This is an optimization exercise on Yosys and OpenROAD, whose aim is small area, not a production implementation.
In this exercise RTL edits were held to simulation tests only and were not proved equivalent to the original.
Power figures rest on the tool's default switching activity, not on a simulated workload.

<file path="config.mk">
export PLATFORM = sky130hd
export DESIGN_NAME = hni_data_buffer
export DESIGN_NICKNAME = hni_data_buffer
export VERILOG_FILES = /design/flow/design.v
export SDC_FILE = /design/flow/constraint.sdc
export NUM_CORES = 4
export LEC_CHECK = 0
export CAP_MARGIN = 20
export CORE_MARGIN = 2
export CORE_UTILIZATION = 30
export SLEW_MARGIN = 20
</file>
<file path="constraint.sdc">
create_clock -name core_clock -period 7.5 [get_ports {clk}]
set_input_delay 1.5000 -clock core_clock [delete_from_list [all_inputs] [get_ports {clk}]]
set_output_delay 1.5000 -clock core_clock [all_outputs]
set_load 0.01 [all_outputs]
</file>
<file path="design.v">
package hni_dbf_pkg;
    localparam int CHI_DATA_W = 64;
    localparam int CHI_BE_W   = 8;
    localparam int AXI_DATA_W = 32;
    localparam int AXI_STRB_W = 4;
    localparam int LINE_BEATS = 4;
    localparam int AXID_W     = 4;
    localparam int TXNID_W    = 8;
    localparam int NODEID_W   = 7;
    localparam int AXLEN_W    = 8;
    localparam int OPCODE_W   = 4;
    localparam int MAX_IDX_W  = 3;      
    localparam logic [1:0]          RESP_SLVERR = 2'b10;
    localparam logic [OPCODE_W-1:0] OP_COMPDATA = 4'h4;
    typedef logic [LINE_BEATS-1:0] beat_mask_t;
    typedef struct packed {
        logic [NODEID_W-1:0]   tgtid;
        logic [NODEID_W-1:0]   srcid;
        logic [NODEID_W-1:0]   homenid;
        logic [TXNID_W-1:0]    txnid;
        logic [OPCODE_W-1:0]   opcode;
        logic [1:0]            resperr;
        logic [2:0]            resp;
        logic [TXNID_W-1:0]    dbid;
        logic [1:0]            ccid;
        logic [1:0]            dataid;
        logic [CHI_BE_W-1:0]   be;
        logic [CHI_DATA_W-1:0] data;
    } dat_flit_t;
    typedef struct packed {
        logic                 en;
        logic [MAX_IDX_W-1:0] idx;
        logic [AXID_W-1:0]    axid;
        logic                 wr;
        logic [1:0]           chunk;    
        logic [AXLEN_W-1:0]   axlen;
    } alloc_t;
    typedef struct packed {
        logic                en;
        logic [NODEID_W-1:0] tgtid;
        logic [TXNID_W-1:0]  txnid;
        logic [OPCODE_W-1:0] opcode;
        logic [2:0]          resp;
        logic [1:0]          resperr;
        logic [TXNID_W-1:0]  dbid;
        logic [1:0]          dataid;
    } txdat_cmd_t;
    typedef struct packed {
        logic                 valid;
        logic [MAX_IDX_W-1:0] idx;
        beat_mask_t           mask;
    } rbeat_t;
    typedef union packed {
        logic [1:0][CHI_DATA_W-1:0]            chi;
        logic [LINE_BEATS-1:0][AXI_DATA_W-1:0] axi;
    } line_t;
    typedef union packed {
        logic [1:0][CHI_BE_W-1:0]              chi;
        logic [LINE_BEATS-1:0][AXI_STRB_W-1:0] axi;
    } line_be_t;
endpackage
`timescale 1ns/1ps
module dbf_entry_ctrl #(
    parameter int num_entries = 4
) (
    input  logic                              clk,
    input  logic                              rst,
    input  hni_dbf_pkg::alloc_t               alloc,
    input  logic                              retire_valid,
    input  logic [$clog2(num_entries)-1:0]    retire_idx,
    input  logic                              rdat_en,
    input  logic [$clog2(num_entries)-1:0]    rdat_idx,
    input  logic [hni_dbf_pkg::AXID_W-1:0]    rid,
    input  logic [1:0]                        rresp,
    input  logic                              rlast,
    input  logic                              rvalid,
    output logic                              rready,
    output hni_dbf_pkg::rbeat_t               rbeat,
    output logic [num_entries-1:0]            wr_entries,
    output logic [num_entries-1:0][1:0]       entry_ccid,
    output logic [num_entries-1:0][1:0]       entry_rresp,
    output hni_dbf_pkg::beat_mask_t           start_mask,
    output hni_dbf_pkg::beat_mask_t           last_mask
);
    localparam int idx_w = $clog2(num_entries);
    localparam int sum_w = hni_dbf_pkg::AXLEN_W + 1;
    logic [num_entries-1:0][hni_dbf_pkg::AXID_W-1:0] axid_q;
    logic [num_entries-1:0] armed_q;
    logic [num_entries-1:0][hni_dbf_pkg::LINE_BEATS-1:0] rd_cd_q;
    logic [num_entries-1:0] hit;
    logic [hni_dbf_pkg::AXLEN_W:0]       last_sum;
    logic [1:0]             last_beat;
    always_comb begin
        last_sum   = {{(sum_w-2){1'b0}}, alloc.chunk} + {1'b0, alloc.axlen};
        last_beat  = (last_sum > (hni_dbf_pkg::LINE_BEATS-1)) ? 2'd3 : last_sum[1:0];
        start_mask = {{(hni_dbf_pkg::LINE_BEATS-1){1'b0}}, 1'b1} << alloc.chunk;
        last_mask  = {{(hni_dbf_pkg::LINE_BEATS-1){1'b0}}, 1'b1} << last_beat;
    end
    assign rready = |armed_q;
    always_comb begin
        for (int i = 0; i < num_entries; i++) begin
            hit[i] = rvalid && rready && armed_q[i] && (rid == axid_q[i]);
        end
    end
    always_comb begin
        rbeat = '0;
        for (int i = 0; i < num_entries; i++) begin
            if (hit[i]) begin
                rbeat.valid = 1'b1;
                rbeat.idx   = hni_dbf_pkg::MAX_IDX_W'(i);
                rbeat.mask  = rd_cd_q[i];
            end
        end
    end
    always_ff @(posedge clk) begin
        for (int i = 0; i < num_entries; i++) begin
            if (alloc.en && alloc.idx[idx_w-1:0] == idx_w'(i)) begin
                axid_q[i]     <= alloc.axid;
                entry_ccid[i] <= alloc.chunk;
            end else if (retire_valid && retire_idx == idx_w'(i)) begin
                axid_q[i]     <= '0;
                entry_ccid[i] <= '0;
            end
        end
    end
    always_ff @(posedge clk or posedge rst) begin
        if (rst) begin
            wr_entries  <= '0;
            armed_q     <= '0;
            rd_cd_q     <= '0;
            entry_rresp <= '0;
        end else begin
            for (int i = 0; i < num_entries; i++) begin
                if (alloc.en && alloc.idx[idx_w-1:0] == idx_w'(i)) begin
                    wr_entries[i]  <= alloc.wr;
                    entry_rresp[i] <= '0;
                    rd_cd_q[i]     <= alloc.wr ? '0 : start_mask;
                end else if (retire_valid && retire_idx == idx_w'(i)) begin
                    wr_entries[i]  <= 1'b0;
                    entry_rresp[i] <= '0;
                    rd_cd_q[i]     <= '0;
                end else if (hit[i]) begin
                    entry_rresp[i] <= rresp;
                    if (rlast) begin
                        rd_cd_q[i] <= '0;
                    end else begin
                        rd_cd_q[i] <= rd_cd_q[i] << 1;    
                    end
                end
                if (rdat_en && rdat_idx == idx_w'(i)) begin
                    armed_q[i] <= 1'b1;
                end else if ((hit[i] && rlast) || (retire_valid && retire_idx == idx_w'(i))) begin
                    armed_q[i] <= 1'b0;
                end
            end
        end
    end
endmodule
`timescale 1ns/1ps
module dbf_line_store #(
    parameter int num_entries = 4
) (
    input  logic                                  clk,
    input  logic                                  rst,
    input  logic                                  rxdat_valid,
    input  hni_dbf_pkg::dat_flit_t                rxdat_flit,
    input  logic [num_entries-1:0]                wr_entries,
    input  hni_dbf_pkg::rbeat_t                   rbeat,
    input  logic [hni_dbf_pkg::AXI_DATA_W-1:0]    rdata,
    input  logic                                  retire_valid,
    input  logic [$clog2(num_entries)-1:0]        retire_idx,
    output logic [num_entries-1:0][hni_dbf_pkg::LINE_BEATS*hni_dbf_pkg::AXI_DATA_W-1:0] lines,
    output logic [num_entries-1:0][hni_dbf_pkg::LINE_BEATS*hni_dbf_pkg::AXI_STRB_W-1:0] line_be
);
    localparam int idx_w = $clog2(num_entries);
    logic [idx_w-1:0] flit_idx;
    logic             flit_half;
    assign flit_idx  = rxdat_flit.txnid[idx_w-1:0];
    assign flit_half = rxdat_flit.dataid[1];
    always_ff @(posedge clk or posedge rst) begin
        if (rst) begin
            lines   <= '0;
            line_be <= '0;
        end else begin
            for (int i = 0; i < num_entries; i++) begin
                if (retire_valid && retire_idx == idx_w'(i)) begin
                    lines[i]   <= '0;
                    line_be[i] <= '0;
                end else if (rxdat_valid && wr_entries[i] && flit_idx == idx_w'(i)) begin
                    lines[i][flit_half*hni_dbf_pkg::CHI_DATA_W +: hni_dbf_pkg::CHI_DATA_W]   <= rxdat_flit.data;
                    line_be[i][flit_half*hni_dbf_pkg::CHI_BE_W +: hni_dbf_pkg::CHI_BE_W] <= line_be[i][flit_half*hni_dbf_pkg::CHI_BE_W +: hni_dbf_pkg::CHI_BE_W] | rxdat_flit.be;
                end else if (rbeat.valid && rbeat.idx[idx_w-1:0] == idx_w'(i)) begin
                    for (int k = 0; k < hni_dbf_pkg::LINE_BEATS; k++) begin
                        if (rbeat.mask[k]) begin
                            lines[i][k*hni_dbf_pkg::AXI_DATA_W +: hni_dbf_pkg::AXI_DATA_W] <= lines[i][k*hni_dbf_pkg::AXI_DATA_W +: hni_dbf_pkg::AXI_DATA_W] | rdata;
                        end
                    end
                end
            end
        end
    end
endmodule
`timescale 1ns/1ps
module dbf_axi_w_sender #(
    parameter int num_entries = 4
) (
    input  logic                                  clk,
    input  logic                                  rst,
    input  hni_dbf_pkg::alloc_t                   alloc,
    input  hni_dbf_pkg::beat_mask_t               start_mask,
    input  hni_dbf_pkg::beat_mask_t               last_mask,
    input  logic                                  wdat_en,
    input  logic [$clog2(num_entries)-1:0]        wdat_idx,
    input  logic [num_entries-1:0][hni_dbf_pkg::LINE_BEATS*hni_dbf_pkg::AXI_DATA_W-1:0] lines,
    input  logic [num_entries-1:0][hni_dbf_pkg::LINE_BEATS*hni_dbf_pkg::AXI_STRB_W-1:0] line_be,
    input  logic                                  wready,
    output logic [hni_dbf_pkg::AXI_DATA_W-1:0]    wdata,
    output logic [hni_dbf_pkg::AXI_STRB_W-1:0]    wstrb,
    output logic                                  wlast,
    output logic                                  wvalid,
    output logic                                  w_done
);
    localparam int idx_w = $clog2(num_entries);
    logic [num_entries-1:0] armed_q;
    logic [num_entries-1:0][hni_dbf_pkg::LINE_BEATS-1:0] cd_q;
    logic [num_entries-1:0][hni_dbf_pkg::LINE_BEATS-1:0] wl_q;
    logic [idx_w-1:0]       sel;
    hni_dbf_pkg::beat_mask_t             cur_cd;
    hni_dbf_pkg::beat_mask_t             cur_wl;
    always_comb begin
        sel = '0;
        for (int i = 0; i < num_entries; i++) begin
            if (armed_q[i]) begin
                sel = idx_w'(i);
            end
        end
    end
    assign cur_cd = cd_q[sel];
    assign cur_wl = wl_q[sel];
    assign wvalid = |armed_q;
    assign wlast  = wvalid && (cur_cd == cur_wl);
    assign w_done = wvalid && wready && wlast;
    always_comb begin
        wdata = '0;
        wstrb = '0;
        for (int k = 0; k < hni_dbf_pkg::LINE_BEATS; k++) begin
            if (cur_cd[k]) begin
                wdata = lines[sel][k*hni_dbf_pkg::AXI_DATA_W +: hni_dbf_pkg::AXI_DATA_W];
                wstrb = line_be[sel][k*hni_dbf_pkg::AXI_STRB_W +: hni_dbf_pkg::AXI_STRB_W];
            end
        end
    end
    always_ff @(posedge clk or posedge rst) begin
        if (rst) begin
            armed_q <= '0;
            cd_q    <= '0;
            wl_q    <= '0;
        end else begin
            for (int i = 0; i < num_entries; i++) begin
                if (alloc.en && alloc.wr && alloc.idx[idx_w-1:0] == idx_w'(i)) begin
                    cd_q[i] <= start_mask;
                    wl_q[i] <= last_mask;
                end else if (wvalid && wready && sel == idx_w'(i)) begin
                    if (wlast) begin
                        cd_q[i] <= '0;
                        wl_q[i] <= '0;
                    end else begin
                        cd_q[i] <= cd_q[i] << 1;
                    end
                end
                if (wdat_en && wdat_idx == idx_w'(i)) begin
                    armed_q[i] <= 1'b1;
                end else if (w_done && sel == idx_w'(i)) begin
                    armed_q[i] <= 1'b0;    
                end
            end
        end
    end
endmodule
`timescale 1ns/1ps
module dbf_txdat_packer #(
    parameter int                               num_entries = 4,
    parameter logic [hni_dbf_pkg::NODEID_W-1:0] node_id     = 7'h12
) (
    input  hni_dbf_pkg::txdat_cmd_t    txdat_cmd,
    input  logic [num_entries-1:0][hni_dbf_pkg::LINE_BEATS*hni_dbf_pkg::AXI_DATA_W-1:0] lines,
    input  logic [num_entries-1:0][1:0] entry_ccid,
    input  logic [num_entries-1:0][1:0] entry_rresp,
    output logic                       txdat_valid,
    output hni_dbf_pkg::dat_flit_t     txdat_flit
);
    localparam int idx_w = $clog2(num_entries);
    logic [idx_w-1:0] idx;
    logic             half;
    assign idx  = txdat_cmd.dbid[idx_w-1:0];
    assign half = txdat_cmd.dataid[1];
    assign txdat_valid = txdat_cmd.en;
    always_comb begin
        txdat_flit.tgtid   = txdat_cmd.tgtid;
        txdat_flit.srcid   = node_id;
        txdat_flit.homenid = (txdat_cmd.opcode == hni_dbf_pkg::OP_COMPDATA) ? node_id : '0;
        txdat_flit.txnid   = txdat_cmd.txnid;
        txdat_flit.opcode  = txdat_cmd.opcode;
        txdat_flit.resperr = (entry_rresp[idx] == hni_dbf_pkg::RESP_SLVERR) ? hni_dbf_pkg::RESP_SLVERR
                                                               : txdat_cmd.resperr;
        txdat_flit.resp    = txdat_cmd.resp;
        txdat_flit.dbid    = txdat_cmd.dbid;
        txdat_flit.ccid    = entry_ccid[idx];
        txdat_flit.dataid  = txdat_cmd.dataid;
        txdat_flit.be      = '1;
        txdat_flit.data    = lines[idx][half*hni_dbf_pkg::CHI_DATA_W +: hni_dbf_pkg::CHI_DATA_W];
    end
endmodule
`timescale 1ns/1ps
module hni_data_buffer #(
    parameter int                               num_entries = 8,
    parameter logic [hni_dbf_pkg::NODEID_W-1:0] node_id     = 7'h12
) (
    input  logic                                  clk,
    input  logic                                  rst,
    input  hni_dbf_pkg::alloc_t                   alloc,
    input  logic                                  rxdat_valid,
    input  hni_dbf_pkg::dat_flit_t                rxdat_flit,
    input  logic                                  retire_valid,
    input  logic [$clog2(num_entries)-1:0]        retire_idx,
    input  logic                                  wdat_en,
    input  logic [$clog2(num_entries)-1:0]        wdat_idx,
    input  logic                                  rdat_en,
    input  logic [$clog2(num_entries)-1:0]        rdat_idx,
    input  hni_dbf_pkg::txdat_cmd_t               txdat_cmd,
    input  logic [hni_dbf_pkg::AXID_W-1:0]        rid,
    input  logic [hni_dbf_pkg::AXI_DATA_W-1:0]    rdata,
    input  logic [1:0]                            rresp,
    input  logic                                  rlast,
    input  logic                                  rvalid,
    output logic                                  rready,
    output logic [hni_dbf_pkg::AXI_DATA_W-1:0]    wdata,
    output logic [hni_dbf_pkg::AXI_STRB_W-1:0]    wstrb,
    output logic                                  wlast,
    output logic                                  wvalid,
    input  logic                                  wready,
    output logic                                  w_done,
    output hni_dbf_pkg::rbeat_t                   rbeat,
    output logic                                  txdat_valid,
    output hni_dbf_pkg::dat_flit_t                txdat_flit
);
    logic [num_entries-1:0] wr_entries;
    logic [num_entries-1:0][1:0] entry_ccid;
    logic [num_entries-1:0][1:0] entry_rresp;
    hni_dbf_pkg::beat_mask_t             start_mask;
    hni_dbf_pkg::beat_mask_t             last_mask;
    logic [num_entries-1:0][hni_dbf_pkg::LINE_BEATS*hni_dbf_pkg::AXI_DATA_W-1:0] lines;
    logic [num_entries-1:0][hni_dbf_pkg::LINE_BEATS*hni_dbf_pkg::AXI_STRB_W-1:0] line_be;
    dbf_entry_ctrl #(.num_entries(num_entries)) u_entry_ctrl (
        .clk          (clk),
        .rst          (rst),
        .alloc        (alloc),
        .retire_valid (retire_valid),
        .retire_idx   (retire_idx),
        .rdat_en      (rdat_en),
        .rdat_idx     (rdat_idx),
        .rid          (rid),
        .rresp        (rresp),
        .rlast        (rlast),
        .rvalid       (rvalid),
        .rready       (rready),
        .rbeat        (rbeat),
        .wr_entries   (wr_entries),
        .entry_ccid   (entry_ccid),
        .entry_rresp  (entry_rresp),
        .start_mask   (start_mask),
        .last_mask    (last_mask)
    );
    dbf_line_store #(.num_entries(num_entries)) u_line_store (
        .clk          (clk),
        .rst          (rst),
        .rxdat_valid  (rxdat_valid),
        .rxdat_flit   (rxdat_flit),
        .wr_entries   (wr_entries),
        .rbeat        (rbeat),
        .rdata        (rdata),
        .retire_valid (retire_valid),
        .retire_idx   (retire_idx),
        .lines        (lines),
        .line_be      (line_be)
    );
    dbf_axi_w_sender #(.num_entries(num_entries)) u_w_sender (
        .clk        (clk),
        .rst        (rst),
        .alloc      (alloc),
        .start_mask (start_mask),
        .last_mask  (last_mask),
        .wdat_en    (wdat_en),
        .wdat_idx   (wdat_idx),
        .lines      (lines),
        .line_be    (line_be),
        .wready     (wready),
        .wdata      (wdata),
        .wstrb      (wstrb),
        .wlast      (wlast),
        .wvalid     (wvalid),
        .w_done     (w_done)
    );
    dbf_txdat_packer #(
        .num_entries (num_entries),
        .node_id     (node_id)
    ) u_packer (
        .txdat_cmd   (txdat_cmd),
        .lines       (lines),
        .entry_ccid  (entry_ccid),
        .entry_rresp (entry_rresp),
        .txdat_valid (txdat_valid),
        .txdat_flit  (txdat_flit)
    );
endmodule
</file>
<file path="run.sh">
#!/bin/bash
# synth_recipe.tcl (not shown) runs the flow's synth.tcl, then flattens the netlist and writes it again
# the make line also repeats each setting of config.mk as NAME=value (left out here)
make -C /OpenROAD-flow-scripts/flow DESIGN_CONFIG=/design/flow/config.mk WORK_HOME=/design/flow/orfs CLKGATE_MAP_FILE= SYNTH_SCRIPT=/design/flow/synth_recipe.tcl finish
</file>
==> reports/results.ini <==
[status]
status=timing/DRC/antenna clean

[synthesis]
synthesis.area_per_instance_um2=9.179
synth_largest_area_cell=dfrtp_1
synthesis.area_um2=80850
synth_common_cells=nand2_1 (1549), dfrtp_1 (1288), clkbuf_1 (821)
synth_area_leaders=dfrtp_1 (40%), mux4_2 (9.1%), mux2i_1 (8.9%)
synth_cell_types=82
synth_async_sr_flop_share=0.9641
yosys_warnings=4
postSynthCellCount=8809
synth_edf_count=48
seq_area_frac_synth=0.4165
synth.most_common_cell=nand2_1
synth_top_cell_area_share=0.3986
postSynth.topFlopCell=dfrtp_1
synth-seq-cells=1336

[global_routing]
first_global_vias=74873
overflow=0
globalRouteTotalUtil=0.2631
grt_first_pass_wirelength_mm=534.2
initial_antenna_violation_count=62
largest_net_degree_at_the_start_of_global_routing=153

[sta]
worst-slew-pin-transition_ns=1.323
fmax_mhz=134.6
min_period_ns=7.431
finalHoldViolCount=0
setup_tns_ns=0
rsz0062_at_grt=no
relSlewSlack=0.1180
skew_ns=0.02275
setup_violations=0
slew_viol_final=0
period_share=0.9908

[clocking]
cts_sinks=1336
cts_tree=done
cts_root_buf=clkbuf_16
cts-htree-levels=4
postCtsResizedCells=0
post_cts_hold_buffer_count=0
clockBufferDepth=3
cts_inserted_buffers=140
post_cts_buffers=0
clk_pin_slew_ns=0.07
clk_latency_ns=0.82

[floorplanning]
die_width_um=523.1
placeableCoreArea_um2=267900
floorplan.die.height_um=523.1
design.die.area_um2=273700
core.rowCount=190
ioPinCount=403
initial_core_util=0.3018

[layout]
finish.utilization=0.3427
flow.area_growth_from_synthesis_pct=13.55
fin_nets=8682
drive_above_1_share=0.1120

[critical_path]
cp.arrival_ns=5.93
timing.critical_path.required_ns=6.00
crit_end_category=output pin
rr_worst_depth=12
worstReg2RegEnd=u_w_sender.cd_q[5]
worst-r2r-setup-slack_ns=2.96
timing_worst_setup_path_type=flop to output pin
kind_of_start_point_of_the_critical_path=flop
crit_path_max_fanout=50
worstReg2RegStart=u_w_sender.armed_q[5]

[power_and_ir_drop]
total_leakage_power_nw=37.18
ir_worst_vdd_mv=0.5186
p_per_area_nw_per_um2=298.1

[worst_hold_path]
min_to=u_entry_ctrl.wr_entries[0]
whs_path_cells=2
worst_hold_path_type=flop to flop
min_from=u_entry_ctrl.wr_entries[0]

[placed_design]
gp_congestion=0.9476
numPortBuffers=286
dp_hpwl_mm=221.1

[detailed_routing]
drt_pre_antenna_iters=7
dr_total_vias=77155
route.final.wire_length_mm=370.6
vias_per_cell=6.355
drt_iter0_drc=10834
wl_per_cell_um=30.52
post-route-drc-count=0
antenna_violating_nets_post_route=0

[run]
max-cap-violations=0

-- kinds of logic (layout without fill, tap and decap cells) --
logic type,Yosys count,count (layout),share of synthesized area
flip-flops,1336,1336,0.4165
AO/OA/AOI/OAI,2417,2417,0.1897
XOR/XNOR,32,32,0.003466
multiplexers,1046,1046,0.1798
buffers and inverters,1098,828,0.05559
AND/OR/NAND/NOR,2875,2875,0.1543
adder cells (fa/ha/maj),3,3,0.0005571
other,2,52,0.00009288
-- worst max-delay path: stages (launching register included) --
cell             delay, ns
dfrtp_1               0.73
nor2b_1               0.30
a21oi_4               0.72
buf_4                 0.66
nand2_1               0.11
and3_1                0.18
a311oi_1              0.25
a31oi_1               0.07
o22ai_1               0.17
o21ai_1               0.08
a21oi_1               1.05
clkdlybuf4s50_1       0.74
-- sequential cells by signal, indices dropped and copies added, names as in the netlist --
register                  flops
u_entry_ctrl.axid_q          32
u_entry_ctrl.armed_q          8
u_entry_ctrl.entry_ccid      16
u_w_sender.wl_q              32
u_entry_ctrl.rd_cd_q         32
u_w_sender.cd_q              32
u_line_store.line_be        128
u_entry_ctrl.wr_entries       8
u_w_sender.armed_q            8
u_entry_ctrl.entry_rresp     16
u_line_store.lines         1024
-- cells in the final DEF, fill, tap and decap left out, types with 34 or more instances in the layout --
cell,count
inv_1,34
buf_4,189
dfrtp_1,1288
a21oi_1,600
a31oi_1,229
clkbuf_16,148
o22ai_1,392
clkdlybuf4s50_1,274
edfxtp_1,48
o2bb2ai_1,65
a311oi_1,272
nor3_1,117
a211oi_1,257
mux2i_1,717
nand3_1,505
nor2_1,376
o21ai_0,286
o21ai_1,170
buf_12,60
and3_1,114
nand2_1,1534
mux4_2,325
and2_1,70
-- per-layer routing --
layer  GRT usage  vias up  part of all wire
li1            -    31715                 -
met1      0.3271    37980              0.36
met2      0.3881     5917              0.43
met3     0.08963     1491              0.13
met4      0.1706       52             0.073
met5   0.0005198        -           0.00089
-- worst max path at each step --
| stage | startpoint | endpoint | slack, ns |
|---|---|---|---|
| 2_1_floorplan | rst | u_entry_ctrl.armed_q[0] | -11.81 |
| 3_3_place_gp | rid[0] | rbeat[3] | 0.79 |
| 3_5_place_dp | rid[0] | rbeat[3] | 0.85 |
| 4_1_cts | u_w_sender.armed_q[5] | wdata[21] | 0.36 |
| 5_1_grt | u_w_sender.armed_q[5] | wdata[20] | 0.03 |
| 6_report | u_w_sender.armed_q[5] | wdata[2] | 0.07 |
-- power by group --
| group | internal [mW] | switching, mW |
|---|---|---|
| clock network | 4.30 | 3.22 |
| logic | 3.60 | 7.22 |
| registers | 8.17 | 0.851 |
-- cell type report --
type / instances / area [µm²]
Clock buffer: 193 / 4093
Sequential cell: 1336 / 33670
Clock inverter: 59 / 688.2
Fill cell: 26826 / 176100
Tap cell: 3552 / 4444
Timing Repair Buffer: 536 / 5497
Inverter: 40 / 156.4
Multi-Input combinational cell: 6393 / 43180
Antenna cell: 32 / 80.08
-- metrics by stage --
stage          total power [mW]  setup WS (ns)  cell area [µm²]  std cells  hold WS, ns
4_1_cts                   26.91         0.3612            91750      12108       0.4800
3_5_place_dp              19.43         0.8529            86970      11856       0.4598
6_report                  27.37        0.06889            91810      12141       0.4927
5_1_grt                   28.11        0.02718            91780      12128       0.5052
2_1_floorplan             14.41         -11.81            80930       8827       0.4389
3_3_place_gp              19.28         0.7881            86940      11855       0.4598

==> port drivers added, routing unchanged <==
Ports are ideal in the flow. The routed layout listed here was re-timed in OpenROAD.
Step 1 assumes that a clkbuf_16 drives the clock port and a buf_2 every other input.
Step 2 also shifts input and output timing later by t, the mid clock arrival at the registers, as if the neighbouring blocks saw the same clock.
a / b / c = ideal ports / drivers / drivers and shift; a / b = the first two.
t, ns: 0.898
setup slack, ns: 0.069 / -0.021 / 0.776
worst setup path after step 2: input to output
After both steps this run still meets setup and hold. The setup slack of this run moves by -0.090 ns with the drivers and by +0.707 ns with both steps.
